Source: an optimization exercise on an open RTL-to-GDS flow (aim: small area, a short achievable clock period and few clock cycles). Production flows keep margins and buffers that such runs may drop. In this exercise RTL edits were held to simulation tests only and were not proved equivalent to the original. Power and IR drop assume default switching activity.

==> design.v <==
module mips_mc_core #(
    parameter logic [31:0] RESET_PC = 32'h0000_0000,
    parameter logic [4:0]  DBG_REG  = 5'd2
) (
    input  logic                  clk,
    input  logic                  rst,
    input  logic                  en,
    output logic                  mem_req,
    output logic                  mem_we,
    output logic [31:0]           mem_addr,
    output logic [31:0]           mem_wdata,
    input  logic [31:0]           mem_rdata,
    input  logic                  mem_ack,
    output logic [31:0]           pc,
    output logic [31:0]           dbg_reg,
    output logic                  halted
);
    localparam logic TRAP_EN = 1'b1;
    localparam logic [5:0] OP_R = 6'h00, OP_J = 6'h02, OP_JAL = 6'h03, OP_BEQ = 6'h04;
    localparam logic [5:0] OP_BNE = 6'h05, OP_ADDI = 6'h08, OP_ADDIU = 6'h09, OP_SLTI = 6'h0A;
    localparam logic [5:0] OP_SLTIU = 6'h0B, OP_ANDI = 6'h0C, OP_ORI = 6'h0D, OP_XORI = 6'h0E;
    localparam logic [5:0] OP_LUI = 6'h0F, OP_LW = 6'h23, OP_SW = 6'h2B;
    localparam logic [5:0] F_SLL = 6'h00, F_SRL = 6'h02, F_SRA = 6'h03, F_JR = 6'h08;
    localparam logic [5:0] F_ADD = 6'h20, F_ADDU = 6'h21, F_SUB = 6'h22, F_SUBU = 6'h23;
    localparam logic [5:0] F_AND = 6'h24, F_OR = 6'h25, F_XOR = 6'h26, F_NOR = 6'h27;
    localparam logic [5:0] F_SLT = 6'h2A, F_SLTU = 6'h2B;
    function automatic logic [32:0] ks_add32(input logic [31:0] a, input logic [31:0] b,
                                             input logic ci);
        logic [31:0] g, p, gg, pp, gn, pn;
        g = a & b;
        p = a ^ b;
        g[0] = g[0] | (p[0] & ci);
        gg = g;
        pp = p;
        for (int d = 1; d < 32; d = d * 2) begin
            gn = gg;
            pn = pp;
            for (int i = d; i < 32; i++) begin
                gn[i] = gg[i] | (pp[i] & gg[i - d]);
                pn[i] = pp[i] & pp[i - d];
            end
            gg = gn;
            pp = pn;
        end
        for (int i = 0; i < 32; i++)
            ks_add32[i] = (i == 0) ? (p[0] ^ ci) : (gg[i - 1] ? !p[i] : p[i]);
        ks_add32[32] = gg[31];
    endfunction
    function automatic logic [29:0] ks_add30(input logic [29:0] a, input logic [29:0] b,
                                             input logic ci);
        logic [29:0] g, p, gg, pp, gn, pn;
        g = a & b;
        p = a ^ b;
        g[0] = g[0] | (p[0] & ci);
        gg = g;
        pp = p;
        for (int d = 1; d < 30; d = d * 2) begin
            gn = gg;
            pn = pp;
            for (int i = d; i < 30; i++) begin
                gn[i] = gg[i] | (pp[i] & gg[i - d]);
                pn[i] = pp[i] & pp[i - d];
            end
            gg = gn;
            pp = pn;
        end
        for (int i = 0; i < 30; i++)
            ks_add30[i] = (i == 0) ? (p[0] ^ ci) : (gg[i - 1] ? !p[i] : p[i]);
    endfunction
    function automatic logic illegal(input logic [31:0] w);
        logic ok;
        if (w[31:26] == OP_R) begin
            case (w[5:0])
                F_SLL, F_SRL, F_SRA, F_JR, F_ADD, F_ADDU, F_SUB, F_SUBU,
                F_AND, F_OR, F_XOR, F_NOR, F_SLT, F_SLTU: ok = 1'b1;
                default: ok = 1'b0;
            endcase
        end else begin
            case (w[31:26])
                OP_J, OP_JAL, OP_BEQ, OP_BNE, OP_ADDI, OP_ADDIU, OP_SLTI,
                OP_SLTIU, OP_ANDI, OP_ORI, OP_XORI, OP_LUI, OP_LW, OP_SW: ok = 1'b1;
                default: ok = 1'b0;
            endcase
        end
        illegal = !ok;
    endfunction
    logic [31:0] rf_q [1:31];
    logic [31:0] fpc_q;
    logic        s_m_q, s_e_q, s_d_q, s_f_q;
    logic        halted_q;
    logic        dv_q, dill_q, dredir_q, djr31_q;
    logic [31:0] ir_q, dtgt_q;
    logic [31:1] rs_oh_q, rt_oh_q;          
    logic        ev_q, eeq_q, emis_eq_q, emis_neq_q, ejr_q, elate_q;
    logic [31:0] a_q, bx_q, b_q, ealt_q;
    logic        e_sub_q, e_sum_q, e_and_q, e_or_q, e_xor_q, e_nor_q, e_slt_q, e_sltu_q;
    logic        e_sh_q, e_passb_q, e_ovfchk_q, e_we_q, e_lw_q, e_sw_q, e_shl_q, e_sha_q, e_wr31_q;
    logic        e_bx_reg_q;
    logic [4:0]  e_dst_q, e_shamt_q, e_rs_q, e_rt_q;
    logic        wv_q;
    logic [4:0]  widx_q;
    logic [31:0] wdata_q;
    logic        mv_q, mwe_q;
    logic [4:0]  mrt_q;
    logic [31:2] maddr_q;
    logic [31:0] mwdata_q;
    logic [31:0] sum, alu_res, sh_in, sh_out, sh_res;
    logic        alu_ovf, lt_s, lt_u, e_we, e_eq, late_mis, cout;
    always_comb begin
        {cout, sum} = ks_add32(a_q, bx_q, e_sub_q);
        alu_ovf = (a_q[31] == bx_q[31]) && (sum[31] != a_q[31]);
        lt_s    = a_q[31] ^ bx_q[31] ^ cout;
        lt_u    = !cout;
        for (int i = 0; i < 32; i++) sh_in[i] = e_shl_q ? bx_q[31 - i] : bx_q[i];
        sh_out  = $unsigned($signed({e_sha_q && bx_q[31], sh_in}) >>> e_shamt_q);
        for (int i = 0; i < 32; i++) sh_res[i] = e_shl_q ? sh_out[31 - i] : sh_out[i];
        alu_res = e_sum_q ? sum :
                  ({32{e_and_q}}   & (a_q & bx_q)) |
                  ({32{e_or_q}}    & (a_q | bx_q)) |
                  ({32{e_xor_q}}   & (a_q ^ bx_q)) |
                  ({32{e_nor_q}}   & ~(a_q | bx_q)) |
                  ({32{e_sh_q}}    & sh_res) |
                  ({32{e_passb_q}} & bx_q) |
                  {31'd0, (e_slt_q && lt_s) || (e_sltu_q && lt_u)};
        e_we = ev_q && e_we_q && !(e_ovfchk_q && alu_ovf);
    end
    assign e_eq     = (a_q == bx_q);
    assign late_mis = ev_q && elate_q && (e_eq ? emis_eq_q : emis_neq_q);
    logic [31:0] faddr, fpc4, ftgt;
    logic [5:0]  f_op;
    logic        f_j, f_br, f_jr31, f_ill;
    assign faddr  = ({32{s_m_q}} & {maddr_q, 2'b00}) |
                    ({32{s_e_q}} & ealt_q) |
                    ({32{s_d_q}} & dtgt_q) |
                    ({32{s_f_q}} & fpc_q);
    assign f_op   = mem_rdata[31:26];
    assign f_j    = (f_op == OP_J) || (f_op == OP_JAL);
    assign f_br   = (f_op == OP_BEQ) || (f_op == OP_BNE);
    assign f_jr31 = (f_op == OP_R) && (mem_rdata[5:0] == F_JR) && (mem_rdata[25:21] == 5'd31);
    assign f_ill  = illegal(mem_rdata);
    assign fpc4   = {faddr[31:2] + 30'd1, faddr[1:0]};
    always_comb begin
        if (f_jr31)   ftgt = (wv_q && widx_q == 5'd31) ? wdata_q : rf_q[31];
        else if (f_j) ftgt = {fpc4[31:28], mem_rdata[25:0], 2'b00};
        else          ftgt = {ks_add30(faddr[31:2], {{14{mem_rdata[15]}}, mem_rdata[15:0]}, 1'b1),
                              faddr[1:0]};
    end
    logic [5:0]  d_op, d_fn;
    logic [4:0]  d_rs, d_rt, d_rd, d_dst;
    logic        d_is_r, d_jr, d_writes, d_wr31, d_late, d_hz_rs, d_hz_rt;
    logic [31:0] d_rf_rs, d_rf_rt, d_rs_w, d_rt_w, d_rs_val, d_rt_val, d_imm_s, d_bx, d_bx_o;
    logic        d_use_rt;
    logic        d_fw_rs, d_fw_rt, d_move, d_take, d_eq, d_beq, d_bne, d_mis_eq, d_mis_neq;
    logic        d_jr_unpred, d_ered, d_ovf_wait;
    logic        d_sub, d_sum, d_and, d_or, d_xor, d_nor, d_slt, d_sltu, d_sh, d_lui, d_jal;
    assign d_op    = ir_q[31:26];
    assign d_fn    = ir_q[5:0];
    assign d_rs    = ir_q[25:21];
    assign d_rt    = ir_q[20:16];
    assign d_rd    = ir_q[15:11];
    assign d_is_r  = (d_op == OP_R);
    assign d_jr    = d_is_r && (d_fn == F_JR);
    assign d_jal   = (d_op == OP_JAL);
    assign d_beq   = (d_op == OP_BEQ);
    assign d_bne   = (d_op == OP_BNE);
    assign d_lui   = (d_op == OP_LUI);
    assign d_imm_s = {{16{ir_q[15]}}, ir_q[15:0]};
    assign d_dst   = d_jal ? 5'd31 : (d_is_r ? d_rd : d_rt);
    always_comb begin
        if (d_is_r) d_writes = !d_jr;
        else case (d_op)
            OP_JAL, OP_ADDI, OP_ADDIU, OP_SLTI, OP_SLTIU, OP_ANDI, OP_ORI, OP_XORI, OP_LUI:
                d_writes = 1'b1;
            default: d_writes = 1'b0;
        endcase
        d_writes = d_writes && (d_dst != 5'd0);
        d_wr31   = (d_writes && d_dst == 5'd31) || (d_op == OP_LW && d_rt == 5'd31);
        d_sub  = d_is_r ? (d_fn == F_SUB || d_fn == F_SUBU || d_fn == F_SLT || d_fn == F_SLTU)
                        : (d_op == OP_SLTI || d_op == OP_SLTIU);
        d_and  = d_is_r ? (d_fn == F_AND) : (d_op == OP_ANDI);
        d_or   = d_is_r ? (d_fn == F_OR)  : (d_op == OP_ORI);
        d_xor  = d_is_r ? (d_fn == F_XOR) : (d_op == OP_XORI);
        d_nor  = d_is_r && (d_fn == F_NOR);
        d_slt  = d_is_r ? (d_fn == F_SLT)  : (d_op == OP_SLTI);
        d_sltu = d_is_r ? (d_fn == F_SLTU) : (d_op == OP_SLTIU);
        d_sh   = d_is_r && (d_fn == F_SLL || d_fn == F_SRL || d_fn == F_SRA);
        d_sum  = !(d_and || d_or || d_xor || d_nor || d_slt || d_sltu || d_sh || d_lui || d_jal);
    end
    always_comb begin
        d_rf_rs = 32'd0;
        d_rf_rt = 32'd0;
        for (int i = 1; i < 32; i++) begin
            d_rf_rs = d_rf_rs | ({32{rs_oh_q[i]}} & rf_q[i]);
            d_rf_rt = d_rf_rt | ({32{rt_oh_q[i]}} & rf_q[i]);
        end
    end
    assign d_rs_w   = (wv_q && widx_q == d_rs) ? wdata_q : d_rf_rs;
    assign d_rt_w   = (wv_q && widx_q == d_rt) ? wdata_q : d_rf_rt;
    assign d_hz_rs  = ev_q && e_we_q && (e_dst_q == d_rs);
    assign d_hz_rt  = ev_q && e_we_q && (e_dst_q == d_rt);
    assign d_fw_rs  = d_hz_rs && !e_ovfchk_q;
    assign d_fw_rt  = d_hz_rt && !e_ovfchk_q;
    assign d_ovf_wait = (e_ovfchk_q && (d_hz_rs || d_hz_rt)) ||
                        (ev_q && e_lw_q && e_rt_q != 5'd0 && (e_rt_q == d_rs || e_rt_q == d_rt));
    assign d_rs_val = d_fw_rs ? alu_res : d_rs_w;
    assign d_rt_val = d_fw_rt ? alu_res : d_rt_w;
    assign d_eq     = (d_rs_w == d_rt_w);
    assign d_late   = d_hz_rs || d_hz_rt;
    assign d_use_rt = d_is_r || d_beq || d_bne;
    always_comb begin
        if (d_use_rt)                                                  d_bx_o = d_rt_w;
        else if (d_op == OP_ANDI || d_op == OP_ORI || d_op == OP_XORI) d_bx_o = {16'h0000, ir_q[15:0]};
        else if (d_lui)                                                d_bx_o = {ir_q[15:0], 16'h0000};
        else if (d_jal)                                                d_bx_o = fpc_q;
        else                                                           d_bx_o = d_imm_s;
        d_bx = (d_use_rt && d_fw_rt) ? (alu_res ^ {32{d_sub}}) : (d_bx_o ^ {32{d_sub}});
    end
    assign d_mis_eq    = (d_beq && !ir_q[15]) || (d_bne && ir_q[15]);
    assign d_mis_neq   = (d_bne && !ir_q[15]) || (d_beq && ir_q[15]);
    assign d_jr_unpred = d_jr && !(djr31_q && dredir_q);
    assign d_ered      = d_jr_unpred || (!d_late && (d_eq ? d_mis_eq : d_mis_neq));
    assign d_move = dv_q && !dill_q && !s_e_q && !late_mis && !d_ovf_wait;    
    assign d_take = !dv_q || s_e_q || (d_move);               
    logic d_move_s, d_take_s;
    assign d_move_s = dv_q && !dill_q && !s_e_q && !d_ovf_wait;
    assign d_take_s = !dv_q || s_e_q || d_move_s;
    assign pc        = fpc_q;
    assign dbg_reg   = rf_q[DBG_REG];
    assign halted    = halted_q;
    assign mem_req   = !rst && !halted_q;
    assign mem_we    = mwe_q;
    assign mem_wdata = mwdata_q;
    assign mem_addr  = faddr;
    logic        adv;
    logic        f_dredir;
    logic        n_mv, n_ered, n_dsel, n_dv, n_dill, n_ev, n_wv;
    assign adv = en && mem_ack;                  
    assign f_dredir = f_j || (f_br && mem_rdata[15]) ||
                      (f_jr31 && !(d_move_s && d_wr31) && !(ev_q && e_wr31_q));
    always_comb begin
        if (mv_q) begin
            n_mv   = 1'b0;
            n_ered = ev_q && (ejr_q || (!elate_q && (eeq_q ? emis_eq_q : emis_neq_q)));
            n_dsel = dv_q && dredir_q;
            n_dv   = dv_q;
            n_dill = dill_q;
            n_ev   = ev_q;
            n_wv   = !mwe_q;
        end else begin
            n_mv   = ev_q && (e_lw_q || e_sw_q);
            n_ered = late_mis || (d_move && d_ered);
            n_dsel = d_take_s ? f_dredir : (dv_q && dredir_q);
            n_dv   = 1'b1;
            n_dill = d_take_s ? f_ill : dill_q;
            n_ev   = late_mis || d_move;
            n_wv   = ev_q && e_we_q;
        end
    end
    always_ff @(posedge clk) begin
        if (rst) begin
            fpc_q    <= RESET_PC;
            dv_q     <= 1'b0;
            ev_q     <= 1'b0;
            mv_q     <= 1'b0;
            mwe_q    <= 1'b0;
            s_m_q    <= 1'b0;
            s_e_q    <= 1'b0;
            s_d_q    <= 1'b0;
            s_f_q    <= 1'b1;
            halted_q <= 1'b0;
        end else if (adv) begin
            mv_q     <= n_mv;
            mwe_q    <= n_mv && e_sw_q;
            dv_q     <= n_dv;
            ev_q     <= n_ev;
            s_m_q    <= n_mv;
            s_e_q    <= !n_mv && n_ered;
            s_d_q    <= !n_mv && !n_ered && n_dsel;
            s_f_q    <= !n_mv && !n_ered && !n_dsel;
            halted_q <= TRAP_EN && n_dv && n_dill && !n_ev && !n_mv && !n_wv;
            if (!mv_q && d_take) fpc_q <= f_ill ? faddr : fpc4;
        end
    end
    always_ff @(posedge clk) begin
        if (adv) begin
            if (!mv_q) begin
                if (d_take) begin
                    ir_q     <= mem_rdata;
                    for (int i = 1; i < 32; i++) begin
                        rs_oh_q[i] <= (mem_rdata[25:21] == 5'(i));
                        rt_oh_q[i] <= (mem_rdata[20:16] == 5'(i));
                    end
                    dill_q   <= f_ill;
                    dtgt_q   <= ftgt;
                    djr31_q  <= f_jr31;
                    dredir_q <= f_dredir;
                end
                if (late_mis) begin
                    ejr_q   <= 1'b1;
                    elate_q <= 1'b0;
                end else if (d_move) begin
                    a_q        <= d_rs_val;
                    b_q        <= d_rt_val;
                    bx_q       <= d_bx;
                    eeq_q      <= d_eq;
                    e_bx_reg_q <= d_is_r || d_beq || d_bne;
                    emis_eq_q  <= d_mis_eq;
                    emis_neq_q <= d_mis_neq;
                    elate_q    <= d_late && (d_beq || d_bne);
                    ejr_q      <= d_jr_unpred;
                    ealt_q     <= (d_jr && d_fw_rs) ? alu_res :
                                  (d_jr ? d_rs_w : (ir_q[15] ? fpc_q : dtgt_q));
                    e_sub_q    <= d_sub;
                    e_sum_q    <= d_sum;
                    e_and_q    <= d_and;
                    e_or_q     <= d_or;
                    e_xor_q    <= d_xor;
                    e_nor_q    <= d_nor;
                    e_slt_q    <= d_slt;
                    e_sltu_q   <= d_sltu;
                    e_sh_q     <= d_sh;
                    e_passb_q  <= d_lui || d_jal;
                    e_ovfchk_q <= d_is_r ? (d_fn == F_ADD || d_fn == F_SUB) : (d_op == OP_ADDI);
                    e_we_q     <= d_writes;
                    e_lw_q     <= (d_op == OP_LW);
                    e_sw_q     <= (d_op == OP_SW);
                    e_shl_q    <= (d_fn[1:0] == 2'b00);
                    e_sha_q    <= d_fn[0] && d_fn[1];
                    e_wr31_q   <= d_wr31;
                    e_dst_q    <= d_dst;
                    e_shamt_q  <= ir_q[10:6];
                    e_rs_q     <= d_rs;
                    e_rt_q     <= d_rt;
                end
                mrt_q    <= e_rt_q;
                maddr_q  <= sum[31:2];
                mwdata_q <= b_q;
            end
        end
    end
    always_ff @(posedge clk) begin
        if (rst) begin
            wv_q <= 1'b0;
        end else begin
            wv_q <= adv && (mv_q ? (!mwe_q && mrt_q != 5'd0) : e_we);
        end
    end
    always_ff @(posedge clk) begin
        widx_q  <= mv_q ? mrt_q : e_dst_q;
        wdata_q <= mv_q ? mem_rdata : alu_res;
    end
    logic [31:0] w_data;
    logic [31:1] w_en;
    always_comb begin
        w_data = rst ? 32'd0 : wdata_q;
        for (int i = 1; i < 32; i++)
            w_en[i] = rst || (wv_q && (widx_q == 5'(i)));
    end
    always_ff @(posedge clk) begin
        for (int i = 1; i < 32; i++)
            if (w_en[i]) rf_q[i] <= w_data;
    end
endmodule
==> run.sh <==
#!/bin/bash
# synth_recipe.tcl (not shown) runs the flow's synth.tcl, then flattens the netlist and writes it again
# the make line also repeats each setting of config.mk as NAME=value (left out here)
make -C /OpenROAD-flow-scripts/flow DESIGN_CONFIG=/design/flow/config.mk WORK_HOME=/design/flow/orfs CLKGATE_MAP_FILE= SYNTH_SCRIPT=/design/flow/synth_recipe.tcl finish
==> config.mk <==
export PLATFORM = sky130hd
export DESIGN_NAME = mips_mc_core
export DESIGN_NICKNAME = mips_mc_core
export VERILOG_FILES = /design/flow/design.v
export SDC_FILE = /design/flow/constraint.sdc
export NUM_CORES = 4
export LEC_CHECK = 0
export CAP_MARGIN = 35
export CORE_MARGIN = 2
export CORE_UTILIZATION = 45
export PLACE_DENSITY = 0.6
export SETUP_SLACK_MARGIN = 4.0
export SLEW_MARGIN = 30
==> constraint.sdc <==
create_clock -name core_clock -period 8.0 [get_ports {clk}]
set_input_delay 1.6000 -clock core_clock [delete_from_list [all_inputs] [get_ports {clk}]]
set_output_delay 1.6000 -clock core_clock [all_outputs]
set_load 0.01 [all_outputs]
==> reports/metrics.cfg, run 1 <==
[run_status]
status=complete, no violations

[detailed_routing]
post-route-drc-count=0
vias=61950
antenna_left=0
firstDrtPassIters=13
drt_iter0_markers=14970
routed_wl_mm=357.1
via_per_inst=7.704
wl_per_cell_um=44.41

[power_and_ir_drop]
ir_drop_mv=0.2455
power_density_mw_per_mm2=219.6
p_leak_uw=0.02880

[cells_and_area]
mostFrequentLayoutCell=edfxtp_1
nets=5997
layout-area-overhead-vs-synth_pct=19.54
drive_gt1_share_pct=16.60
stdcell_area_mm2=0.08243
mostFrequentLayoutCells=edfxtp_1 (1353), a22oi_1 (962), nand2_1 (335), nor2_1 (296), buf_4 (268)
nFillCells=12700
layout.cells.non_filler=8041

[synthesis]
synth_edf_count=1353
ys_warn_count=2
avgSynthCellArea_um2=12.41
async_reset_ff_share_pct=0
ys_types=88
yosys_register_bits=1432
syn-instance-count=5558
ys.flop_type=edfxtp_1
yosysSeqAreaShare_pct=61.22
synth_area_mm2=0.06895
syn_nets=5691

[critical_path]
r2r-start=rt_oh_q[4]
path_class=flip-flop to flip-flop
reg2reg_to=s_e_q
slowest_delay_ns=0.69
critPathBufInv=3
crit_chain=buf_6 -> a222oi_1 -> nand3_1 -> nor2_1 -> a31oi_1 -> buf_4 -> xnor2_1 -> nand4_1 -> nor4_4 -> buf_4 -> a21oi_2 -> nor4b_4 -> o21ai_1 -> a221oi_1
cp-start-kind=flip-flop
critPathMaxFanout=32
cp_slowest_cell=nor2_1
cp-end-kind=flip-flop
ff2ff_path_depth=14
cpMostUsedCell=buf_4
r2r_setup_slack_ns=3.85
cp_num_cells=14
required_ns=8.72
arrival_ns=4.87
critical-path-top-delay-family=simple AND/OR/NAND/NOR gates

[clock_network]
clk_path_buf_depth=3
holdBufCountCts=0
cts-buffers-inserted=157
clkTransAtPathRegs_ns=0.07
numClockSinks=1432
clock_latency_ns=0.86
h-tree-depth=4
cts-root-buf=clkbuf_16
cts_tree=done

[global_route]
antenna_found_initial=25
gr-total-overflow=0
busiest_layer=met2
grt_util_all_layers_pct=44.13
use_met3_pct=20.16
grt_pass1_wl_mm=475.1
grtUsageMet1_pct=53.45
grt_max_degree=164
grt_util_met2_pct=62.28
grt_pass1_vias=56160

[floorplanning]
core_area_mm2=0.1521
io_pins=167
fp.dieH_um=395.4
rows=143
initial_core_util_pct=45.34
fp.dieW_um=395.4
die_area_mm2=0.1564

[timing]
finalCritPeriodShare_pct=51.90
slew_violations=0
worst_pin_slew_ns=1.080
fin_ws_ns=3.848
grt_setup_unrepaired=yes
period_needed_ns=4.152
fin_worst_skew_ns=0.08006
hold_viol=0
slew_headroom_pct=28.03
setup_viol=0
fmax_mhz=240.8
setup_tns_ns=0

[placement]
io_buffers=166
hpwl_mm=215.8
dpl_cell_area_mm2=0.07428
pre_cts_ws_ns=2.358
gp_congestion=1.036
place_inst=7599

[hold_path]
whs_path_depth=0
holdPathEnd=mwdata_q[14]
hp-start=b_q[14]
hold_path_class=flip-flop to flip-flop

[flow_run]
drv_cap=0

logic make-up after synthesis:
logic type / Yosys count / synth area share (%)
AOI/OAI and AO/OA: 1770 / 18.26
xor gates and xnor gates: 172 / 2.185
adders and majority gates: 97 / 1.793
buffers and inverters: 530 / 3.010
DFF: 1432 / 61.22
muxes: 240 / 4.408
and+or+nand+nor: 1317 / 9.129
synth_stat cells (23+ instances only):
cell type | instances | area, µm²
nand4_1 | 222 | 1389
a31oi_1 | 87 | 544.3
dfxtp_1 | 79 | 1582
a22oi_1 | 967 | 7259
inv_1 | 121 | 454.2
nor2_1 | 324 | 1216
xor2_1 | 45 | 394.1
o21ai_1 | 91 | 455.4
edfxtp_1 | 1353 | 40630
nor2b_1 | 58 | 362.9
nand3_1 | 107 | 535.5
a21oi_1 | 183 | 915.9
o21a_1 | 23 | 172.7
nor3_1 | 103 | 515.5
xnor2_1 | 127 | 1112
a222oi_1 | 88 | 880.8
nand2_1 | 379 | 1423
ha_1 | 94 | 1176
mux4_2 | 46 | 1036
clkbuf_1 | 349 | 1310
a21o_1 | 42 | 315.3
mux2_2 | 48 | 540.5
o21ai_0 | 101 | 505.5
mux2i_1 | 145 | 1451
a211oi_1 | 40 | 300.3
area by class of cell:
class | count | area [µm²] | share of cell area, %
repair buffers | 546 | 5643 | 6.846
well taps | 2030 | 2540 | 3.081
multi-input cells | 3596 | 26360 | 31.98
clock inverters | 88 | 839.6 | 1.019
flip-flops and latches | 1432 | 42240 | 51.24
diodes | 22 | 55.05 | 0.06679
inverters | 131 | 500.5 | 0.6072
clock buffers | 196 | 4252 | 5.158
metrics by stage:
step	power (µW)	hold slack, ns	util [%]
final	18100	0.4067	54.20
after global placement	10640	0.4025	48.48
after global routing	18340	0.4166	54.17
after floorplan	9755	0.4003	-
after CTS	17870	0.4077	53.41
after detailed placement	10670	0.4045	48.84
power by group:
part / internal, µW / leakage, µW / switching [µW] / total [µW]
Clock: 4090 / 0.00248 / 3220 / 7310
Sequential: 8630 / 0.0140 / 303 / 8930
Combinational: 549 / 0.0124 / 1310 / 1860
how the worst max path moves through the flow:
stage,startpoint,to,slack [ns]
3_3_place_gp,widx_q[0],s_e_q,2.03
4_1_cts,s_e_q,mem_addr[29],3.94
6_report,rt_oh_q[4],s_e_q,3.85
2_1_floorplan,en,dill_q,-0.72
3_5_place_dp,widx_q[0],s_e_q,2.36
5_1_grt,ir_q[21],s_e_q,3.87
metal layers:
layer  wire length [µm]  share of wire [%]
met5                545               0.15
met3              62410                 17
met2             143700                 40
met1             116000                 32
met4              34330                9.6
sequential cells by signal (all words and copies together), names as in the netlist, 5 cells and up, named ones only:
register / cells
e_rt_q: 5
rs_oh_q: 31
ealt_q: 32
fpc_q: 32
e_shamt_q: 5
mrt_q: 5
ir_q: 32
bx_q: 32
b_q: 32
wdata_q: 32
dtgt_q: 32
mwdata_q: 32
rt_oh_q: 31
widx_q: 5
maddr_q: 30
rf_q: 992
e_dst_q: 5
a_q: 32
worst register-to-register path: stages (launching register included):
cell	delay, ns
edfxtp_1	0.38
buf_6	0.28
a222oi_1	0.50
nand3_1	0.12
nor2_1	0.69
a31oi_1	0.24
buf_4	0.22
xnor2_1	0.13
nand4_1	0.16
nor4_4	0.24
buf_4	0.19
a21oi_2	0.09
nor4b_4	0.41
o21ai_1	0.13
a221oi_1	0.24
timing repair:
item                                    CTS  global route
endpoints found under the hold margin     0             0
resized for setup                       237           117
cloned                                    7             0
endpoints found under the setup margin  489           320
pin swaps                                32            35
buffers inserted                         78            43
Testbench counts, summed over its fixed seeds: cycles 130,410.
==> run 2: changes to the inputs <==
--- a/design.v
+++ b/design.v
@@ -92,10 +92,11 @@
     logic [31:0] ir_q, dtgt_q;
     logic [31:1] rs_oh_q, rt_oh_q;          
+    logic        rs_whit_q, rt_whit_q, rs_ehz_q, rt_ehz_q;
     logic        ev_q, eeq_q, emis_eq_q, emis_neq_q, ejr_q, elate_q;
     logic [31:0] a_q, bx_q, b_q, ealt_q;
     logic        e_sub_q, e_sum_q, e_and_q, e_or_q, e_xor_q, e_nor_q, e_slt_q, e_sltu_q;
     logic        e_sh_q, e_passb_q, e_ovfchk_q, e_we_q, e_lw_q, e_sw_q, e_shl_q, e_sha_q, e_wr31_q;
-    logic        e_bx_reg_q;
-    logic [4:0]  e_dst_q, e_shamt_q, e_rs_q, e_rt_q;
+    logic        e_slow_q;                  
+    logic [4:0]  e_dst_q, e_shamt_q, e_rt_q;
     logic        wv_q;
     logic [4:0]  widx_q;
@@ -195,12 +196,11 @@
         end
     end
-    assign d_rs_w   = (wv_q && widx_q == d_rs) ? wdata_q : d_rf_rs;
-    assign d_rt_w   = (wv_q && widx_q == d_rt) ? wdata_q : d_rf_rt;
-    assign d_hz_rs  = ev_q && e_we_q && (e_dst_q == d_rs);
-    assign d_hz_rt  = ev_q && e_we_q && (e_dst_q == d_rt);
-    assign d_fw_rs  = d_hz_rs && !e_ovfchk_q;
-    assign d_fw_rt  = d_hz_rt && !e_ovfchk_q;
-    assign d_ovf_wait = (e_ovfchk_q && (d_hz_rs || d_hz_rt)) ||
-                        (ev_q && e_lw_q && e_rt_q != 5'd0 && (e_rt_q == d_rs || e_rt_q == d_rt));
+    assign d_rs_w   = rs_whit_q ? wdata_q : d_rf_rs;
+    assign d_rt_w   = rt_whit_q ? wdata_q : d_rf_rt;
+    assign d_hz_rs  = rs_ehz_q;
+    assign d_hz_rt  = rt_ehz_q;
+    assign d_fw_rs  = d_hz_rs && !e_slow_q;
+    assign d_fw_rt  = d_hz_rt && !e_slow_q;
+    assign d_ovf_wait = e_slow_q && (d_hz_rs || d_hz_rt);
     assign d_rs_val = d_fw_rs ? alu_res : d_rs_w;
     assign d_rt_val = d_fw_rt ? alu_res : d_rt_w;
@@ -304,5 +304,4 @@
                     bx_q       <= d_bx;
                     eeq_q      <= d_eq;
-                    e_bx_reg_q <= d_is_r || d_beq || d_bne;
                     emis_eq_q  <= d_mis_eq;
                     emis_neq_q <= d_mis_neq;
@@ -330,5 +329,6 @@
                     e_dst_q    <= d_dst;
                     e_shamt_q  <= ir_q[10:6];
-                    e_rs_q     <= d_rs;
+                    e_slow_q   <= (d_is_r ? (d_fn == F_ADD || d_fn == F_SUB) : (d_op == OP_ADDI)) ||
+                                  (d_op == OP_LW);
                     e_rt_q     <= d_rt;
                 end
@@ -347,6 +347,31 @@
     end
     always_ff @(posedge clk) begin
-        widx_q  <= mv_q ? mrt_q : e_dst_q;
-        wdata_q <= mv_q ? mem_rdata : alu_res;
+        if (adv) begin
+            widx_q  <= mv_q ? mrt_q : e_dst_q;
+            wdata_q <= mv_q ? mem_rdata : alu_res;
+        end
+    end
+    logic       n_wv_x;
+    logic [4:0] n_widx, n_rs, n_rt;
+    logic       d_wr_any;
+    assign n_wv_x   = mv_q ? (!mwe_q && mrt_q != 5'd0) : e_we;
+    assign n_widx   = mv_q ? mrt_q : e_dst_q;
+    assign n_rs     = (!mv_q && d_take) ? mem_rdata[25:21] : d_rs;
+    assign n_rt     = (!mv_q && d_take) ? mem_rdata[20:16] : d_rt;
+    assign d_wr_any = d_writes || (d_op == OP_LW && d_rt != 5'd0);
+    always_ff @(posedge clk) begin
+        if (rst) begin
+            rs_whit_q <= 1'b0;
+            rt_whit_q <= 1'b0;
+            rs_ehz_q  <= 1'b0;
+            rt_ehz_q  <= 1'b0;
+        end else if (adv) begin
+            rs_whit_q <= n_wv_x && (n_widx == n_rs);
+            rt_whit_q <= n_wv_x && (n_widx == n_rt);
+            if (!mv_q) begin
+                rs_ehz_q <= d_move && d_wr_any && (d_dst == mem_rdata[25:21]);
+                rt_ehz_q <= d_move && d_wr_any && (d_dst == mem_rdata[20:16]);
+            end
+        end
     end
     logic [31:0] w_data;
--- a/config.mk
+++ b/config.mk
@@ -8,6 +8,6 @@
 export CAP_MARGIN = 35
 export CORE_MARGIN = 2
-export CORE_UTILIZATION = 45
-export PLACE_DENSITY = 0.6
-export SETUP_SLACK_MARGIN = 4.0
+export CORE_UTILIZATION = 38
+export PLACE_DENSITY = 0.55
+export SETUP_SLACK_MARGIN = 4.2
 export SLEW_MARGIN = 30
==> run 2 against run 1 <==
Effect of this change:
- still clean on timing, DRC and antenna
- die area up 20%
- first-iteration DRC count is 13% lower
- clock skew down 0.035 ns
- largest power group unchanged
==> reports/metrics.cfg, run 2 <==
[detailed_routing]
firstDrtPassIters=14  ; +1
routed_wl_mm=376.6  ; +5.5%
antenna_left=0  ; unchanged
wl_per_cell_um=44.40  ; about the same
drt_iter0_markers=13100  ; -13%
via_per_inst=7.352  ; -4.6%
post-route-drc-count=0  ; unchanged
vias=62340  ; +0.64%

[synthesis]
ys_warn_count=2  ; unchanged
synth_edf_count=1391  ; +2.8%
avgSynthCellArea_um2=12.81  ; +3.2%
ys.flop_type=edfxtp_1
ys_types=92  ; +4.5%
yosys.cell_count.top_type=edfxtp_1
yosys_register_bits=1437  ; +0.35%
synth_area_mm2=0.06990  ; +1.4%
yosysSeqAreaShare_pct=61.07  ; -0.14 points
ys_top_cells_by_count=edfxtp_1 (1391), a22oi_1 (402), nand2_1 (360)
async_reset_ff_share_pct=0  ; unchanged
synth_top_cell_by_area=edfxtp_1
syn_nets=5591  ; -1.8%
syn-instance-count=5458  ; -1.8%
synth_area_leaders=edfxtp_1 (60%), a221oi_1 (4.4%), a22oi_1 (4.3%), a22o_1 (4.0%), a21oi_1 (1.9%)
synth_top_area_share_pct=59.76  ; +0.83 points

[power_and_ir_drop]
power_uw=18440  ; +1.8%
power_density_mw_per_mm2=215.7  ; -1.8%
ir_drop_mv=0.1497  ; -39%
p_leak_uw=0.03001  ; +4.2%

[placement]
gp_congestion=0.9953  ; -3.9%
hpwl_mm=228.3  ; +5.8%
io_buffers=166  ; unchanged

[floorplanning]
core_area_mm2=0.1829  ; +20%
rows=157  ; +9.8%
die_area_mm2=0.1874  ; +20%
initial_core_util_pct=38.22  ; -7.1 points
fp.dieH_um=432.9  ; +9.5%
io_pins=167  ; unchanged
fp.dieW_um=432.9  ; +9.5%

[cells_and_area]
largest_reg_flops=992  ; unchanged
drive_gt1_share_pct=21.22  ; +4.6 points
nets=6005  ; +0.13%
top_register=rf_q
mostFrequentLayoutCells=edfxtp_1 (1391), a22oi_1 (376), buf_4 (329), a221oi_1 (327), a22o_1 (321)
layout-area-overhead-vs-synth_pct=22.28
final_core_utilization_pct=46.74  ; -7.5 points
mostFrequentLayoutCell=edfxtp_1

[hold_path]
hold_path_class=flip-flop to flip-flop

[timing]
grt_setup_unrepaired=yes
fin_worst_skew_ns=0.04505  ; -0.03501 ns
period_needed_ns=3.964  ; -0.1886 ns
hold_viol=0  ; unchanged
worst_pin_slew_ns=1.066  ; -0.01403 ns
fmax_mhz=252.3  ; +4.8%
slew_headroom_pct=26.93  ; -1.1 points
slew_violations=0  ; unchanged
finalCritPeriodShare_pct=49.55  ; -2.4 points
setup_tns_ns=0  ; unchanged
setup_viol=0  ; unchanged

[run_status]
status=complete, no violations

[clock_network]
h-tree-depth=4  ; unchanged
cts_tree=done
cts-buffers-inserted=154  ; -1.9%
clkTransAtPathRegs_ns=0.06  ; about the same
clk_path_buf_depth=3  ; unchanged
cts-root-buf=clkbuf_16
clock_latency_ns=0.84  ; -0.02 ns
numClockSinks=1437  ; +0.35%

[critical_path]
cp-start-kind=flip-flop
arrival_ns=4.50  ; -0.37 ns
path_class=flip-flop to flip-flop
required_ns=8.54  ; -0.18 ns
cp-end-kind=flip-flop
critPathMaxFanout=7  ; -78%

[global_route]
grt_pass1_vias=57670  ; +2.7%
grt_pass1_wl_mm=498.3  ; +4.9%
grt_max_degree=74  ; -55%
gr-total-overflow=0  ; unchanged
antenna_found_initial=18  ; -28%
grt_util_all_layers_pct=38.98  ; -5.1 points

[flow_run]
drv_cap=0  ; unchanged

run 2: power breakdown:
group,total [µW],switching (µW),leakage [µW],internal [µW]
logic,2200,1510,0.0136,692
registers,8960,297,0.0140,8660
clock network,7280,3210,0.00242,4070
total,18400,5010,0.0300,13400
run 2: cell type report:
class	count	area, µm²
timing repair buffer	657	6533
sequential	1437	42710
antenna	17	42.54
clock buffer	188	4045
fill	16240	97410
timing repair inverter	2	17.52
clock inverter	95	922.1
inverter	117	484.2
multi-input combinational	3503	27640
tap	2464	3083
run 2: final timing paths:
| kind | cells past startpoint | slack (ns) | startpoint | endpoint |
|---|---|---|---|---|
| max reg2reg | 24 | 4.04 | s_e_q | dtgt_q[1] |
| min | 0 | 0.42 | b_q[4] | mwdata_q[4] |
| max | 24 | 4.04 | s_e_q | dtgt_q[1] |
| min reg2reg | 0 | 0.42 | b_q[4] | mwdata_q[4] |
run 2: repair_timing:
action,in CTS,in global routing
setup buffers,147,75
gates resized for setup,465,252
hold buffers,0,0
gates cloned,10,3
pin swaps,78,76
setup endpoints to repair,537,124
run 2: cells by family after synthesis:
family,share of synthesized area (%)
muxes,4.283
and+or+nand+nor,7.871
adders and majority gates,1.768
AOI/OAI and AO/OA,20.11
buffers and inverters,2.875
DFF,61.07
xor gates and xnor gates,2.016
run 2: per-stage QoR:
step / cell area, µm² / hold WS, ns / setup WS, ns / instances
after floorplan: 70250 / 0.4003 / 2.488 / 5458
after global placement: 75330 / 0.4013 / 2.703 / 7898
after detailed placement: 75980 / 0.4045 / 2.678 / 7940
after CTS: 83820 / 0.4069 / 4.104 / 8380
after global routing: 85440 / 0.4243 / 3.965 / 8464
final: 85480 / 0.4151 / 4.036 / 8480
run 2: routing by layer:
| metal | track usage (%) | routed length, µm | up-vias |
|---|---|---|---|
| met1 | 46.21 | 123500 | 30580 |
| met5 | 0 | 167 | - |
| li1 | - | - | 23130 |
| met4 | 28.92 | 36920 | 12 |
| met2 | 56.32 | 154900 | 6691 |
| met3 | 16.38 | 61050 | 1932 |
run 2: worst max-delay path, cell delays in order (launching register included):
cell      delay, ns
dfxtp_4        0.42
buf_16         0.17
a222oi_1       0.43
inv_1          0.13
buf_4          0.16
buf_4          0.12
buf_4          0.12
buf_4          0.12
buf_4          0.13
buf_4          0.13
buf_4          0.12
buf_4          0.12
buf_4          0.12
buf_4          0.13
buf_4          0.14
buf_4          0.13
buf_4          0.13
buf_4          0.12
buf_4          0.12
buf_4          0.12
buf_4          0.12
buf_4          0.12
buf_4          0.13
nand3_1        0.06
o21ai_1        0.08
Testbench counts of run 2, summed over its fixed seeds: cycles 130,410.
==> run 3: changes to the inputs <==
--- a/config.mk
+++ b/config.mk
@@ -9,5 +9,6 @@
 export CORE_MARGIN = 2
 export CORE_UTILIZATION = 38
+export CTS_BUF_LIST = sky130_fd_sc_hd__clkbuf_4 sky130_fd_sc_hd__clkbuf_8
 export PLACE_DENSITY = 0.55
-export SETUP_SLACK_MARGIN = 4.2
+export SETUP_SLACK_MARGIN = 4.5
 export SLEW_MARGIN = 30
==> run 3 against run 2 <==
Effect of this change:
- setup slack worse by 0.10 ns
- total power is 0.49% higher
- largest power group unchanged
- routed wire length is 6.6% higher
- highest routed layer unchanged
- critical path depth is 19 lower
- global-route usage is 2.2 points higher
- via count is 6.4% higher
- flip-flop and latch count stayed put
- combinational power is 19% higher
- clock-buffer cell count is 124 higher
==> reports/metrics.cfg, run 3 <==
[flow_run]
drv_cap=0  ; unchanged

[critical_path]
crit_chain=buf_6 -> buf_12 -> a22oi_2 -> nand2_2 -> buf_6
path_class=flip-flop to output port
required_ns=6.40  ; -2.14 ns
cp-start-kind=flip-flop
cp-end-kind=output port
cp_slowest_cell=dfxtp_4
critical-path-top-delay-family=buffers and inverters
arrival_ns=2.47  ; -2.03 ns
critPathBufInv=3  ; -86%
critPathMaxFanout=8  ; +1
cpMostUsedCell=buf_6
slowest_delay_ns=0.44  ; about the same

[synthesis]
yosys.cell_count.top_type=edfxtp_1
synth_top_cell_by_area=edfxtp_1
syn_nets=5591  ; unchanged
ys.flop_type=edfxtp_1
yosys_register_bits=1437  ; unchanged
async_reset_ff_share_pct=0  ; unchanged
avgSynthCellArea_um2=12.81  ; unchanged
synth_edf_count=1391  ; unchanged
ys_warn_count=2  ; unchanged
synth_top_area_share_pct=59.76  ; unchanged
synth_area_mm2=0.06990  ; unchanged
syn-instance-count=5458  ; unchanged
ys_types=92  ; unchanged
ys_top_cells_by_count=edfxtp_1 (1391), a22oi_1 (402), nand2_1 (360)
yosysSeqAreaShare_pct=61.07  ; unchanged
synth_area_leaders=edfxtp_1 (60%), a221oi_1 (4.4%), a22oi_1 (4.3%), a22o_1 (4.0%), a21oi_1 (1.9%)

[detailed_routing]
via_per_inst=7.332  ; -0.26%
drt_iter0_markers=14710  ; +12%
routed_wl_mm=401.3  ; +6.6%
antenna_left=0  ; unchanged
firstDrtPassIters=13  ; -1
wl_per_cell_um=44.37  ; about the same
post-route-drc-count=0  ; unchanged
vias=66310  ; +6.4%

[placement]
gp_congestion=0.9791  ; -1.6%
pre_cts_ws_ns=2.395  ; -0.2833 ns
hpwl_mm=227.3  ; -0.46%
place_inst=7940  ; unchanged
io_buffers=166  ; unchanged

[timing]
slew_violations=0  ; unchanged
fmax_mhz=245.9  ; -2.5%
worst_pin_slew_ns=1.121  ; +0.05579 ns
period_needed_ns=4.067  ; +0.1034 ns
grt_setup_unrepaired=yes
setup_tns_ns=0  ; unchanged
slew_headroom_pct=25.24  ; -1.7 points
fin_worst_skew_ns=0.09977  ; +0.05472 ns
hold_viol=0  ; unchanged
setup_viol=0  ; unchanged
fin_ws_ns=3.933  ; -0.1034 ns
finalCritPeriodShare_pct=50.84  ; +1.3 points

[floorplanning]
rows=157  ; unchanged
core_area_mm2=0.1829  ; unchanged
fp.dieW_um=432.9  ; unchanged
initial_core_util_pct=38.22  ; unchanged
die_area_mm2=0.1874  ; unchanged
fp.dieH_um=432.9  ; unchanged
io_pins=167  ; unchanged

[clock_network]
holdBufCountCts=0  ; unchanged
clkTransAtPathRegs_ns=0.06  ; about the same
cts_tree=done
numClockSinks=1437  ; unchanged
h-tree-depth=4  ; unchanged
clk_path_buf_depth=3  ; unchanged
cts-root-buf=clkbuf_8
cts-buffers-inserted=237  ; +54%
clock_latency_ns=1.08  ; +0.24 ns

[power_and_ir_drop]
p_leak_uw=0.03419  ; +14%
power_density_mw_per_mm2=197.4  ; -8.5%
power_uw=18530  ; +0.49%
ir_drop_mv=0.1675  ; +12%

[global_route]
grt_pass1_vias=60650  ; +5.2%
grt_max_degree=70  ; -5.4%
grt_util_all_layers_pct=41.16  ; +2.2 points
gr-total-overflow=0  ; unchanged
grt_pass1_wl_mm=523.4  ; +5.1%
antenna_found_initial=30  ; +12

[cells_and_area]
drive_gt1_share_pct=33.41  ; +12 points
layout.cells.non_filler=9043  ; +6.6%
nets=6501  ; +8.3%
mostFrequentLayoutCells=edfxtp_1 (1391), buf_4 (510), a22oi_1 (362), a22o_1 (321), nand2_1 (269)
top_register=rf_q
mostFrequentLayoutCell=edfxtp_1
layout-area-overhead-vs-synth_pct=34.26
largest_reg_flops=992  ; unchanged

[hold_path]
hold_path_class=flip-flop to flip-flop

[run_status]
status=complete, no violations

run 3: per-stage QoR:
| stage | util, % | instance area (µm²) | hold slack, ns |
|---|---|---|---|
| finish | 51.32 | 93850 | 0.4171 |
| global route | 51.29 | 93800 | 0.4259 |
| CTS | 49.24 | 90050 | 0.4162 |
| detailed placement | 41.55 | 76000 | 0.4052 |
| global placement | 41.19 | 75330 | 0.4039 |
| floorplan | - | 70310 | 0.4003 |
run 3: what timing repair did:
action | 4_1_cts | 5_1_grt
pin swaps | 227 | 262
setup endpoints to repair | 741 | 443
buffers inserted | 451 | 156
gates cloned | 39 | 5
resized for setup | 1285 | 510
run 3: kinds of logic after synthesis:
family	count (synthesis)	synth area share, %
compound gates	1869	20.11
xor+xnor	160	2.016
fa+ha+maj	97	1.768
buf+inv	520	2.875
flops	1437	61.07
mux	234	4.283
simple gates	1141	7.871
run 3: cell type report:
class                           instances  area [µm²]
Inverter                              117       496.7
Tap cell                             2464        3083
Clock inverter                        117        1031
Multi-Input combinational cell       3503       30360
Timing Repair Buffer                 1069       12160
Sequential cell                      1437       42780
Timing Repair inverter                  3       33.78
Antenna cell                           21       52.55
Fill cell                           15570       89040
Clock buffer                          312        3856
run 3: worst paths after layout:
kind | depth (start not counted) | to | slack, ns | startpoint
max | 5 | mem_addr[31] | 3.93 | mv_q
min | 0 | mwdata_q[17] | 0.42 | b_q[17]
max reg2reg | 19 | dtgt_q[30] | 3.98 | mv_q
min reg2reg | 0 | mwdata_q[17] | 0.42 | b_q[17]
run 3: layer usage:
metal,wire length (µm),track usage (%),vias to the layer above,share of wire (%)
met5,477,0.2602,-,0.12
met4,43660,33.77,26,11
met3,68160,19.59,2361,17
met2,159600,57.23,7346,40
met1,129400,47.92,32400,32
li1,-,-,24170,-
run 3: power breakdown:
group	switching [µW]	total, µW	internal [µW]
sequential	307	8970	8660
combinational	1690	2610	920
clock	3280	6940	3660
total	5280	18500	13200
==> run 4: changes to the inputs <==
--- a/config.mk
+++ b/config.mk
@@ -8,7 +8,7 @@
 export CAP_MARGIN = 35
 export CORE_MARGIN = 2
-export CORE_UTILIZATION = 38
+export CORE_UTILIZATION = 45
 export CTS_BUF_LIST = sky130_fd_sc_hd__clkbuf_4 sky130_fd_sc_hd__clkbuf_8
-export PLACE_DENSITY = 0.55
-export SETUP_SLACK_MARGIN = 4.5
+export PLACE_DENSITY = 0.6
+export SETUP_SLACK_MARGIN = 4.4
 export SLEW_MARGIN = 30
==> run 4 against run 3 <==
Effect of this change:
- largest power group unchanged
- global-route usage rose by 4.4 points
- routed wire length fell by 6.8%
- cell count fell by 7.1%
- maximum frequency fell by 1.3%
- largest cell class unchanged
- combinational power fell by 9.2%
- die area fell by 15%
- total power fell by 2.7%
==> reports/metrics.cfg, run 4 <==
[floorplanning]
core_area_mm2=0.1542  ; -16%
fp.dieH_um=398.1  ; -8.0%
io_pins=167  ; unchanged
fp.dieW_um=398.1  ; -8.0%
initial_core_util_pct=45.32  ; +7.1 points
die_area_mm2=0.1585  ; -15%
rows=144  ; -8.3%

[critical_path]
critical-path-top-delay-family=buffers and inverters
cp-start-kind=flip-flop
cp_num_cells=4  ; -1
critPathBufInv=3  ; unchanged
required_ns=6.40  ; about the same
path_class=flip-flop to output port
critPathMaxFanout=4  ; -4
ff2ff_path_depth=15  ; -4
cp_slowest_cell=a222oi_1
crit_chain=buf_12 -> a222oi_1 -> inv_1 -> buf_2
cp-end-kind=output port
arrival_ns=2.52  ; +0.05 ns
slowest_delay_ns=0.49  ; +0.05 ns

[clock_network]
cts-buffers-inserted=234  ; -1.3%
h-tree-depth=4  ; unchanged
cts_tree=done
clock_latency_ns=1.09  ; about the same
numClockSinks=1437  ; unchanged
clk_path_buf_depth=3  ; unchanged
cts-root-buf=clkbuf_8
holdBufCountCts=0  ; unchanged
clkTransAtPathRegs_ns=0.06  ; about the same

[global_route]
grt_util_met2_pct=64.87  ; +7.6 points
busiest_layer=met2
use_met3_pct=20.65  ; +1.1 points
grt_pass1_wl_mm=494.1  ; -5.6%
grtUsageMet1_pct=52.39  ; +4.5 points
gr-total-overflow=0  ; unchanged
grt_pass1_vias=59460  ; -2.0%
grt_max_degree=57  ; -19%
grt_util_all_layers_pct=45.51  ; +4.4 points
antenna_found_initial=26  ; -13%

[synthesis]
ys_types=92  ; unchanged
yosys_register_bits=1437  ; unchanged
synth_area_leaders=edfxtp_1 (60%), a221oi_1 (4.4%), a22oi_1 (4.3%), a22o_1 (4.0%), a21oi_1 (1.9%)
yosys.cell_count.top_type=edfxtp_1
synth_top_cell_by_area=edfxtp_1
synth_edf_count=1391  ; unchanged
ys_top_cells_by_count=edfxtp_1 (1391), a22oi_1 (402), nand2_1 (360)
ys.flop_type=edfxtp_1
syn-instance-count=5458  ; unchanged
async_reset_ff_share_pct=0  ; unchanged
synth_top_area_share_pct=59.76  ; unchanged
syn_nets=5591  ; unchanged
ys_warn_count=2  ; unchanged
synth_area_mm2=0.06990  ; unchanged
avgSynthCellArea_um2=12.81  ; unchanged
yosysSeqAreaShare_pct=61.07  ; unchanged

[detailed_routing]
routed_wl_mm=374.1  ; -6.8%
drt_iter0_markers=13680  ; -7.0%
wl_per_cell_um=44.54  ; +0.37%
antenna_left=0  ; unchanged
firstDrtPassIters=9  ; -4
via_per_inst=7.741  ; +5.6%
vias=65030  ; -1.9%
post-route-drc-count=0  ; unchanged

[cells_and_area]
nets=6266  ; -3.6%
layout.cells.non_filler=8400  ; -7.1%
largest_reg_flops=992  ; unchanged
top_register=rf_q
mostFrequentLayoutCells=edfxtp_1 (1391), buf_4 (424), a22oi_1 (360), a22o_1 (321), a221oi_1 (296)
mostFrequentLayoutCell=edfxtp_1
nFillCells=12450  ; -20%
layout-area-overhead-vs-synth_pct=27.06
drive_gt1_share_pct=28.23  ; -5.2 points

[timing]
slew_headroom_pct=22.36  ; -2.9 points
period_needed_ns=4.123  ; +0.05564 ns
grt_setup_unrepaired=yes
fin_ws_ns=3.877  ; -0.05564 ns
setup_tns_ns=0  ; unchanged
slew_violations=0  ; unchanged
fin_worst_skew_ns=0.07554  ; -0.02423 ns
hold_ws_ns=0.4104  ; -0.006729 ns
fmax_mhz=242.6  ; -1.3%
worst_pin_slew_ns=1.165  ; +0.04316 ns
hold_viol=0  ; unchanged
finalCritPeriodShare_pct=51.53  ; +0.70 points
setup_viol=0  ; unchanged

[power_and_ir_drop]
power_density_mw_per_mm2=202.9  ; +2.8%
p_leak_uw=0.03189  ; -6.7%
ir_drop_mv=0.1663  ; -0.71%
power_uw=18020  ; -2.7%

[placement]
pre_cts_ws_ns=2.534  ; +0.1389 ns
gp_congestion=1.010  ; +3.2%
place_inst=7514  ; -5.4%
io_buffers=166  ; unchanged
hpwl_mm=218.0  ; -4.1%

[flow_run]
drv_cap=0  ; unchanged

[hold_path]
whs_path_depth=0  ; unchanged
hold_path_class=flip-flop to flip-flop

[run_status]
status=complete, no violations

==> run 4: final timing paths <==
check,from,end,slack (ns)
setup / recovery,s_f_q,mem_addr[1],3.88
hold / removal,e_rt_q[2],mrt_q[2],0.41
hold reg to reg,e_rt_q[2],mrt_q[2],0.41
setup reg to reg,a_q[0],bx_q[0],4.01
==> run 4: timing repair <==
item	CTS	global route
buffers inserted	266	119
setup endpoints to repair	634	463
hold endpoints to repair	0	0
gates resized for setup	907	391
pin swaps	147	157
gates cloned	22	14
==> run 4: final cells by class <==
type | count | area (µm²) | area share, %
Antenna cell | 25 | 62.56 | 0.07044
Clock buffer | 308 | 3795 | 4.273
Multi-Input combinational cell | 3503 | 28970 | 32.62
Timing Repair Buffer | 839 | 9198 | 10.36
Inverter | 117 | 503.0 | 0.5663
Timing Repair inverter | 1 | 8.758 | 0.009861
Clock inverter | 126 | 908.4 | 1.023
Sequential cell | 1437 | 42810 | 48.20
Tap cell | 2044 | 2557 | 2.879
==> run 4: cell families after synthesis <==
logic type,after synthesis,share of synthesized area [%]
AO/OA/AOI/OAI,1869,20.11
flip-flops,1437,61.07
AND/OR/NAND/NOR,1141,7.871
buffers and inverters,520,2.875
multiplexers,234,4.283
XOR/XNOR,160,2.016
adder cells (fa/ha/maj),97,1.768
==> run 4: through the flow <==
step | util (%) | instance area (µm²)
6_report | 57.59 | 88820
5_1_grt | 57.55 | 88760
3_3_place_gp | 48.55 | 74880
2_1_floorplan | - | 70300
4_1_cts | 55.48 | 85570
3_5_place_dp | 48.85 | 75340
==> run 4: power breakdown <==
part	switching (µW)	internal (µW)
sequential	304	8660
combinational	1560	803
clock	3280	3410
==> run 4: metal layers <==
metal	routed length [µm]	vias up
met1	116900	31070
met2	150800	7676
met4	42550	22
met5	364	-
li1	-	23710
met3	63580	2547
==> run 5: changes to the inputs <==
--- a/design.v
+++ b/design.v
@@ -98,5 +98,5 @@
     logic        e_sh_q, e_passb_q, e_ovfchk_q, e_we_q, e_lw_q, e_sw_q, e_shl_q, e_sha_q, e_wr31_q;
     logic        e_slow_q;                  
-    logic [4:0]  e_dst_q, e_shamt_q, e_rt_q;
+    logic [4:0]  e_dst_q, e_shamt_q;
     logic        wv_q;
     logic [4:0]  widx_q;
@@ -331,7 +331,6 @@
                     e_slow_q   <= (d_is_r ? (d_fn == F_ADD || d_fn == F_SUB) : (d_op == OP_ADDI)) ||
                                   (d_op == OP_LW);
-                    e_rt_q     <= d_rt;
                 end
-                mrt_q    <= e_rt_q;
+                mrt_q    <= e_dst_q;           
                 maddr_q  <= sum[31:2];
                 mwdata_q <= b_q;
@@ -347,8 +346,6 @@
     end
     always_ff @(posedge clk) begin
-        if (adv) begin
-            widx_q  <= mv_q ? mrt_q : e_dst_q;
-            wdata_q <= mv_q ? mem_rdata : alu_res;
-        end
+        widx_q  <= mv_q ? mrt_q : e_dst_q;
+        wdata_q <= mv_q ? mem_rdata : alu_res;
     end
     logic       n_wv_x;
@@ -366,8 +363,8 @@
             rs_ehz_q  <= 1'b0;
             rt_ehz_q  <= 1'b0;
-        end else if (adv) begin
-            rs_whit_q <= n_wv_x && (n_widx == n_rs);
-            rt_whit_q <= n_wv_x && (n_widx == n_rt);
-            if (!mv_q) begin
+        end else begin
+            rs_whit_q <= adv && n_wv_x && (n_widx == n_rs);
+            rt_whit_q <= adv && n_wv_x && (n_widx == n_rt);
+            if (adv && !mv_q) begin
                 rs_ehz_q <= d_move && d_wr_any && (d_dst == mem_rdata[25:21]);
                 rt_ehz_q <= d_move && d_wr_any && (d_dst == mem_rdata[20:16]);
--- a/config.mk
+++ b/config.mk
@@ -8,7 +8,6 @@
 export CAP_MARGIN = 35
 export CORE_MARGIN = 2
-export CORE_UTILIZATION = 45
-export CTS_BUF_LIST = sky130_fd_sc_hd__clkbuf_4 sky130_fd_sc_hd__clkbuf_8
-export PLACE_DENSITY = 0.6
-export SETUP_SLACK_MARGIN = 4.4
+export CORE_UTILIZATION = 38
+export PLACE_DENSITY = 0.55
+export SETUP_SLACK_MARGIN = 4.2
 export SLEW_MARGIN = 30
==> run 5 against run 4 <==
Effect of this change:
- cell area down 2.5%
- total power down 0.59%
- still clean
- combinational power down about 30%
- flip-flop and latch count down 5
==> reports/metrics.cfg, run 5 <==
[critical_path]
cpMostUsedCell=a211oi_2
cp-end-kind=flip-flop
crit_chain=dlygate4sd2_1 -> ha_2 -> a211o_1 -> a21oi_2 -> a211oi_2 -> o41a_1 -> o31a_1 -> buf_4 -> xnor2_2 -> nor2_1 -> a211oi_2 -> a21oi_1
critPathMaxFanout=6  ; +2
path_class=input port to flip-flop
ff2ff_path_depth=17  ; +2
critPathBufInv=2  ; -1
r2r_setup_slack_ns=3.96  ; -0.05 ns
arrival_ns=4.65  ; +2.13 ns
slowest_delay_ns=0.52  ; +0.03 ns
required_ns=8.55  ; +2.15 ns
cp_num_cells=12  ; +8
cp-start-kind=input port
cp_slowest_cell=dlygate4sd2_1
critical-path-top-delay-family=compound AO/OA/AOI/OAI gates

[timing]
hold_ws_ns=0.4154  ; +0.005033 ns
period_needed_ns=4.098  ; -0.02449 ns
fmax_mhz=244.0  ; +0.60%
worst_pin_slew_ns=1.111  ; -0.05372 ns
fin_worst_skew_ns=0.03618  ; -0.03936 ns
setup_tns_ns=0  ; unchanged
slew_violations=0  ; unchanged
grt_setup_unrepaired=yes
setup_viol=0  ; unchanged
finalCritPeriodShare_pct=51.23  ; -0.31 points
hold_viol=0  ; unchanged
slew_headroom_pct=25.95  ; +3.6 points

[detailed_routing]
drt_iter0_markers=11550  ; -16%
post-route-drc-count=0  ; unchanged
firstDrtPassIters=9  ; unchanged
wl_per_cell_um=44.24  ; -0.67%
via_per_inst=7.285  ; -5.9%
antenna_left=0  ; unchanged
routed_wl_mm=371.6  ; -0.69%
vias=61180  ; -5.9%

[power_and_ir_drop]
power_density_mw_per_mm2=206.9  ; +2.0%
ir_drop_mv=0.2270  ; +36%
p_leak_uw=0.03054  ; -4.3%

[run_status]
status=complete, no violations

[flow_run]
drv_cap=0  ; unchanged

[synthesis]
synth_top_area_share_pct=58.65  ; -1.1 points
ys_top_cells_by_count=edfxtp_1 (1349), a22oi_1 (394), a221oi_1 (353)
synth_edf_count=1349  ; -3.0%
synth_top_cell_by_area=edfxtp_1
ys.flop_type=edfxtp_1
avgSynthCellArea_um2=12.82  ; +0.13%
ys_warn_count=2  ; unchanged
syn-instance-count=5386  ; -1.3%
yosys.cell_count.top_type=edfxtp_1
yosysSeqAreaShare_pct=61.06  ; about the same
synth_area_leaders=edfxtp_1 (59%), a221oi_1 (4.5%), a22oi_1 (4.3%), a22o_1 (4.1%), dfxtp_1 (2.4%)
yosys_register_bits=1432  ; -0.35%
syn_nets=5519  ; -1.3%
async_reset_ff_share_pct=0  ; unchanged
ys_types=87  ; -5.4%
synth_area_mm2=0.06907  ; -1.2%

[placement]
place_inst=7787  ; +3.6%
gp_congestion=0.9862  ; -2.4%
dpl_cell_area_mm2=0.07488  ; -0.61%
hpwl_mm=222.7  ; +2.1%
io_buffers=166  ; unchanged

[clock_network]
clock_latency_ns=0.85  ; -0.24 ns
cts-root-buf=clkbuf_16
cts_tree=done
clkTransAtPathRegs_ns=0.07  ; about the same
h-tree-depth=4  ; unchanged
clk_path_buf_depth=3  ; unchanged
cts-buffers-inserted=156  ; -33%
numClockSinks=1432  ; -0.35%
holdBufCountCts=0  ; unchanged

[cells_and_area]
nets=6015  ; -4.0%
layout.cells.non_filler=8398  ; -0.024%
mostFrequentLayoutCells=edfxtp_1 (1349), a22oi_1 (368), buf_4 (349), a22o_1 (321)
largest_reg_flops=992  ; unchanged
nFillCells=15820  ; +27%
top_register=rf_q
stdcell_area_mm2=0.08656  ; -2.5%
layout-area-overhead-vs-synth_pct=25.33
mostFrequentLayoutCell=edfxtp_1
regArea_mm2=0.04219  ; -1.5%
drive_gt1_share_pct=22.73  ; -5.5 points
multiInputGateArea_mm2=0.02762  ; -4.7%

[global_route]
grt_util_all_layers_pct=38.66  ; -6.9 points
grt_pass1_vias=56770  ; -4.5%
grt_pass1_wl_mm=490.2  ; -0.78%
use_met3_pct=15.29  ; -5.4 points
grt_util_met2_pct=56.43  ; -8.4 points
grtUsageMet1_pct=45.10  ; -7.3 points
gr-total-overflow=0  ; unchanged
grt_max_degree=121  ; +110%
busiest_layer=met2
antenna_found_initial=17  ; -35%

[floorplanning]
die_area_mm2=0.1852  ; +17%
io_pins=167  ; unchanged
initial_core_util_pct=38.21  ; -7.1 points
core_area_mm2=0.1807  ; +17%
fp.dieW_um=430.3  ; +8.1%
rows=156  ; +8.3%
fp.dieH_um=430.3  ; +8.1%

[hold_path]
whs_path_depth=0  ; unchanged
hold_path_class=flip-flop to flip-flop

run 5: final cells by class:
cell class / instances / area share, %
Sequential cell: 1432 / 48.74
Timing Repair Buffer: 725 / 9.341
Clock buffer: 198 / 4.880
Clock inverter: 93 / 1.088
Inverter: 116 / 0.5464
Timing Repair inverter: 4 / 0.03180
Antenna cell: 13 / 0.03758
Multi-Input combinational cell: 3447 / 31.91
Tap cell: 2370 / 3.426
run 5: stage by stage:
stage	setup WS (ns)	power, µW	utilization (%)
floorplan	1.062	9550	-
global placement	2.056	10300	41.11
detailed placement	2.008	10330	41.43
CTS	4.004	17720	46.69
global route	3.904	18190	47.88
finish	3.902	17910	47.89
run 5: worst paths after layout:
check | from | endpoint
max reg2reg | s_f_q | dtgt_q[27]
min reg2reg | b_q[15] | mwdata_q[15]
max | mem_rdata[14] | dtgt_q[27]
min | b_q[15] | mwdata_q[15]
run 5: cell families (layout without fill, tap and decap cells):
family / count (synthesis) / count (layout) / share of synthesized area [%]
mux: 258 / 258 / 4.591
simple gates: 1103 / 1103 / 7.719
fa+ha+maj: 97 / 97 / 1.790
flops: 1432 / 1432 / 61.06
buf+inv: 507 / 1136 / 2.860
compound gates: 1825 / 1825 / 19.90
xor+xnor: 164 / 164 / 2.080
other cells: 0 / 13 / 0
run 5: what timing repair did:
| action | in CTS | in global routing |
|---|---|---|
| gates cloned | 23 | 7 |
| gates resized for setup | 615 | 267 |
| setup buffers | 182 | 94 |
| pin swaps | 114 | 119 |
| setup endpoints to repair | 508 | 329 |
run 5: layer usage:
metal	share of wire, %	up-vias	wire [µm]
li1	-	22970	-
met1	33	29990	122600
met2	42	6211	155200
met3	15	1978	54480
met4	10	20	38760
met5	0.15	-	551
run 5: report_power, final:
part	total, µW	internal, µW	switching, µW
Clock	7410	4130	3280
Sequential	8830	8570	263
Combinational	1670	544	1120
Total	17900	13200	4670
Testbench counts of run 5, summed over its fixed seeds: cycles 130,410.
==> run 6: changes to the inputs <==
--- a/config.mk
+++ b/config.mk
@@ -10,4 +10,4 @@
 export CORE_UTILIZATION = 38
 export PLACE_DENSITY = 0.55
-export SETUP_SLACK_MARGIN = 4.2
+export SETUP_SLACK_MARGIN = 4.1
 export SLEW_MARGIN = 30
==> run 6 against run 5 <==
Effect of this change:
- non-clock buffer count decreased by 68
- maximum frequency up 1.0%
- cell area shrank 1.9%
- cell count shrank 0.88%
- sequential share of layout area rose by 0.92 points
- via count is 1.2% lower
- synthesized area stayed put
- critical path depth down 2
- largest cell class unchanged
==> reports/metrics.cfg, run 6 <==
[power_and_ir_drop]
power_frac_comb_pct=9.0  ; -0.3 points
p_leak_uw=0.02987  ; -2.2%
swShare_pct=25.92  ; -0.13 points
clock_power_share_pct=41.5  ; about the same
switching_power_uw=4623  ; -0.92%
p_int_uw=13210  ; -0.25%
power_density_mw_per_mm2=210.0  ; +1.5%

[placement]
io_buffers=166  ; unchanged
hpwl_mm=222.7  ; unchanged

[timing]
setup_tns_ns=0  ; unchanged
setup_viol=0  ; unchanged
fin_worst_skew_ns=0.02871  ; -0.007472 ns
period_needed_ns=4.056  ; -0.04204 ns
worst_pin_slew_ns=1.114  ; +0.003363 ns
fmax_mhz=246.5  ; +1.0%

[clock_network]
clkTransAtPathRegs_ns=0.06  ; about the same
cts-buffers-inserted=156  ; unchanged
h-tree-depth=4  ; unchanged
cts_tree=done

[floorplanning]
fp.dieH_um=430.3  ; unchanged
initial_core_util_pct=38.21  ; unchanged
core_area_mm2=0.1807  ; unchanged
rows=156  ; unchanged

[synthesis]
synth_area_leaders=edfxtp_1 (59%), a221oi_1 (4.5%), a22oi_1 (4.3%), a22o_1 (4.1%), dfxtp_1 (2.4%)
synth_top_area_share_pct=58.65  ; unchanged
avgSynthCellArea_um2=12.82  ; unchanged
synth_area_mm2=0.06907  ; unchanged
synth_edf_count=1349  ; unchanged
yosysSeqAreaShare_pct=61.06  ; unchanged
synth_top_cell_by_area=edfxtp_1
ys_types=87  ; unchanged

[global_route]
grt_util_all_layers_pct=37.93  ; -0.73 points
antenna_found_initial=12  ; -5
grt_pass1_vias=56190  ; -1.0%

[cells_and_area]
top_register=rf_q
nFillCells=15980  ; +1.0%
layout.cells.non_filler=8324  ; -0.88%
mostFrequentLayoutCells=edfxtp_1 (1349), a22oi_1 (374), buf_4 (328), a221oi_1 (321), a22o_1 (321)
nets=5946  ; -1.1%
layout-area-overhead-vs-synth_pct=23.00

[detailed_routing]
drt_iter0_markers=11050  ; -4.3%
wl_per_cell_um=43.63  ; -1.4%

[critical_path]
cp-end-kind=flip-flop
critPathMaxFanout=6  ; unchanged
required_ns=8.63  ; +0.08 ns
r2r-start=mv_q
path_class=input port to flip-flop

[flow_run]
drv_cap=0  ; unchanged

[run_status]
status=complete, no violations

-- run 6: changes by cell type in the layout (fill, tap and decap cells not counted), sizes merged --
cell,change
buf,-71
clkdlybuf4s50,+2
dlymetal6s2s,+2
diode,-5
bufbuf,-5
clkbuf,-8
inv,-2
dlygate4sd2,+8
clkinv,+1
clkdlybuf4s15,+4
-- run 6: routing by layer --
layer | share of wire [%] | track usage [%] | up-vias | wire length, µm
met1 | 33 | 45.08 | 29500 | 121200
li1 | - | - | 22810 | -
met4 | 9.8 | 29.32 | 8 | 35660
met5 | 0.028 | 0.2602 | - | 103
met3 | 14 | 14.02 | 1894 | 52570
met2 | 42 | 55.66 | 6205 | 153600
-- run 6: final cells by class --
type,instances,area [µm²],area share (%)
flip-flops and latches,1432,42190,49.66
inverters,116,483.0,0.5685
diodes,8,20.02,0.02357
repair inverters,3,18.77,0.02209
repair buffers,657,6948,8.179
multi-input cells,3447,27160,31.97
well taps,2370,2965,3.491
clock buffers,198,4224,4.972
clock inverters,93,942.2,1.109
-- run 6: logic make-up after synthesis --
kind of cell / synth area share, %
and+or+nand+nor: 7.719
DFF: 61.06
muxes: 4.591
xor gates and xnor gates: 2.080
buffers and inverters: 2.860
AOI/OAI and AO/OA: 19.90
adders and majority gates: 1.790
-- run 6: power by group through the flow --
stage | logic (µW) | clock network, µW | registers (µW)
2_1_floorplan | 683 | 0 | 8870
3_3_place_gp | 1330 | 0 | 8970
3_5_place_dp | 1360 | 0 | 8970
4_1_cts | 1470 | 7410 | 8800
5_1_grt | 1600 | 7690 | 8840
6_report | 1600 | 7410 | 8830
-- run 6: final timing paths --
kind / slack, ns / to
max: 3.94 / dtgt_q[31]
min: 0.41 / mwdata_q[15]
max reg2reg: 3.95 / dtgt_q[31]
min reg2reg: 0.41 / mwdata_q[15]
-- run 6: what timing repair did --
action                                  4_1_cts  5_1_grt
endpoints found under the setup margin      466      318
gates cloned                                 13        4
endpoints found under the hold margin         0        0
hold buffers                                  0        0
pin swaps                                    91      101
setup buffers                               129       90
resized for setup                           462      231
-- run 6: metrics by stage --
step | setup WS (ns) | power [µW] | cell area [µm²] | utilization (%) | hold slack, ns
global placement | 2.056 | 10300 | 74310 | 41.11 | 0.4054
global route | 3.880 | 18130 | 84940 | 46.99 | 0.4172
CTS | 3.807 | 17680 | 83130 | 45.99 | 0.4151
floorplan | 1.062 | 9550 | 69110 | - | 0.4003
finish | 3.944 | 17840 | 84950 | 47.00 | 0.4135
detailed placement | 2.008 | 10330 | 74880 | 41.43 | 0.4056
-- run 6: worst max-delay path, cell delays in order --
cell,delay [ns]
dlygate4sd2_1,0.53
ha_1,0.40
a211o_1,0.32
a21oi_1,0.20
a211oi_2,0.12
o41a_1,0.47
o31a_1,0.38
a211oi_2,0.24
xnor2_1,0.10
a221oi_1,0.32

Check on run 6: ideal ports give 3.944 ns setup slack; a clkbuf_16 on the clock port and buf_2 on the inputs give 3.869 ns; moving port delays by the midpoint clock arrival (0.905 ns) as well gives 2.965 ns.
